Source: an optimization exercise on an open RTL-to-GDS flow (aim: small area and a short achievable clock period). Production flows keep margins and buffers that such runs may drop.
At most, simulation tests tie the RTL to the original design; equivalence was not proved.
Power is estimated from default activity; no workload was simulated.

Setup of before:
Design pulse_sched_gen, start of the top module:
module pulse_sched_gen #(
  parameter int TW        = 32,
  parameter int QW        = 16,
  parameter int NTEMP     = 3,
  parameter int PULSE_LEN = 4,
  parameter int TNC_GAP   = 8
)(
  input  logic                  clk,
  input  logic                  rst,
  input  logic                  tick_1us,
  input  logic                  sync_in,
  input  logic                  load,
  input  logic                  en_cal,
  input  logic                  en_noise,
  input  logic [3:0]            n_temp,
  input  logic [15:0]           cal_dly,
  input  logic [TW-1:0]         dt_cal,
  input  logic [TW-1:0]         dt_noise,
  input  logic [NTEMP*TW-1:0]   p_ni,
  input  logic [NTEMP*TW-1:0]   p_ii,
  input  logic [NTEMP*TW-1:0]   p_np,
  input  logic [NTEMP*TW-1:0]   p_ip,
  input  logic [NTEMP*QW-1:0]   qit,
  output logic                  tni,
  output logic                  tki,
  output logic                  tnp,
  output logic                  tkp,
  output logic                  tobm,
  output logic                  tnc,
  output logic                  i_izl,
  output logic                  i_get,
  output logic                  error,
  output logic                  busy,
  output logic [3:0]            cur_train,
  output logic [TW-1:0]         time_now
);
For scale: ~3600 cells after synthesis, about 760 flip-flops, roughly 570 I/O pins, ~44000 um^2 of cells after synthesis.
Settings: LEC_CHECK=0, CAP_MARGIN=20, CORE_MARGIN=2, CORE_UTILIZATION=40, SLEW_MARGIN=20; clock period 11.0 ns.
standard.sh (not shown) runs the stock make flow with config.mk's settings and CLKGATE_MAP_FILE= SYNTH_SCRIPT=/design/flow/synth_recipe.tcl, a recipe that flattens the netlist after the stock synthesis.
==> flow/flow/run.sh <==
#!/bin/bash
# The standard layout (standard.sh, with its standard synthesis), with extra ORFS settings:
# plain buf_1 cells as the port buffers, and a setup margin that makes timing repair aim for
# more slack than the clock period needs. The clock period and constraints are unchanged.
set -euo pipefail
bash standard.sh finish SETUP_SLACK_MARGIN=8 "BUFFER_PORTS_ARGS=-buffer_cell sky130_fd_sc_hd__buf_1" > standard.log 2>&1
before has completed all stages; timing, DRC and antenna checks passed.
Edits applied to the flow inputs when going from before to after:
--- a/flow/design.v
+++ b/flow/design.v
@@ -43,30 +43,29 @@
     for (int j = 1; j < NB; j++) kvec[j*BW] = k[j];
   endfunction
   function automatic logic [TW+NB-1:0] badd(input logic [TW-1:0] x, input logic [TW-1:0] y,
                                             input logic [NB-1:0] k);
     logic [TW-1:0] s;
     logic [NB-1:0] co;
-    logic [BW-1:0] g, p;
-    logic [BW:0] c;
-    logic t;
+    logic [BW-1:0] g, p, h;
+    logic ci;
     co = '0;
     for (int j = 0; j < NB; j++) begin
+      ci = (j > 0) ? k[j] : 1'b0;
       g = x[j*BW +: BW] & y[j*BW +: BW];
       p = x[j*BW +: BW] ^ y[j*BW +: BW];
-      c[0] = (j > 0) ? k[j] : 1'b0;
-      for (int i = 1; i <= BW; i++) begin
-        c[i] = 1'b0;
-        for (int m = 0; m <= i; m++) begin
-          t = (m == 0) ? c[0] : g[m-1];
-          for (int q = m; q < i; q++) t = t & p[q];
-          c[i] = c[i] | t;
-        end
-      end
-      s[j*BW +: BW] = p ^ c[BW-1:0];
-      if (j + 1 < NB) co[j+1] = c[BW];
+      h = p;
+      g[0] = g[0] | (p[0] & ci);
+      for (int d = 1; d < BW; d = d * 2)
+        for (int i = BW - 1; i >= 0; i--)
+          if ((i / d) % 2 == 1) begin
+            g[i] = g[i] | (h[i] & g[(i / d) * d - 1]);
+            h[i] = h[i] & h[(i / d) * d - 1];
+          end
+      s[j*BW +: BW] = p ^ {g[BW-2:0], ci};
+      if (j + 1 < NB) co[j+1] = g[BW-1];
     end
     badd = {co, s};
   endfunction
   function automatic logic hit(input logic [TW-1:0] x, input logic [TW-1:0] v,
                                input logic [NB-1:0] k);
     logic [TW-1:0] y, kv, p, g, z;
## What came out
after | stages: all done | timing, DRC, antenna: all pass
Between before and after, maximum cell stage delay along the critical path increased.
The arithmetic-cell share of the synthesized area counting full adders, half adders and majority gates was comparable across before and after.
The worst setup margin reported for after is smaller than that of before by 0.18 ns.
There was hardly any difference in end-of-flow core utilization between before and after.
Taking before as the reference, in after starting density of the core climbed 0.24 points; initial antenna violation count climbed 12.
The lower met1 track demand over resource in global routing came out of before.
Delta (after minus before): area overhead of the layout relative to synthesis fell by 0.45 points, wire length went up 3.8 mm, die area lower, post-synthesis cell area decreased by 0.37% relative to the old numbers.
after vs before: total power down
Comparing before and after, wire length of the first global-routing pass is higher on before.
The number of fillers in the final layout reported for after is smaller than that of before by 164.
Capture point of the worst path = tv[3]: before; capture point of the worst path = tv[127]: after
No functional check of the RTL was part of after.

afterwards: timing with drivers on the ports:
No port has a modelled driver above. Below, the same layouts with a new extraction and two added sets of constraints.
Step 1: set_driving_cell puts a clkbuf_16 on clk and a buf_2 on each other input, an assumption about the parent block.
Step 2 times the ports against the registers' clock, not the clock port: input delays grow and output delays shrink by t, the midpoint of the rising clock arrivals with the driver on.
Slacks: ideal / step 1 / step 2; pairs: ideal / step 1.
run	t, ns	setup slack, ns	hold WS [ns]
before	0.746	7.085 / 7.085 / 7.085	0.358 / 0.358 / 0.358
after	0.754	6.910 / 6.910 / 6.910	0.349 / 0.349 / 0.349
After both steps every run listed still meets setup and hold.
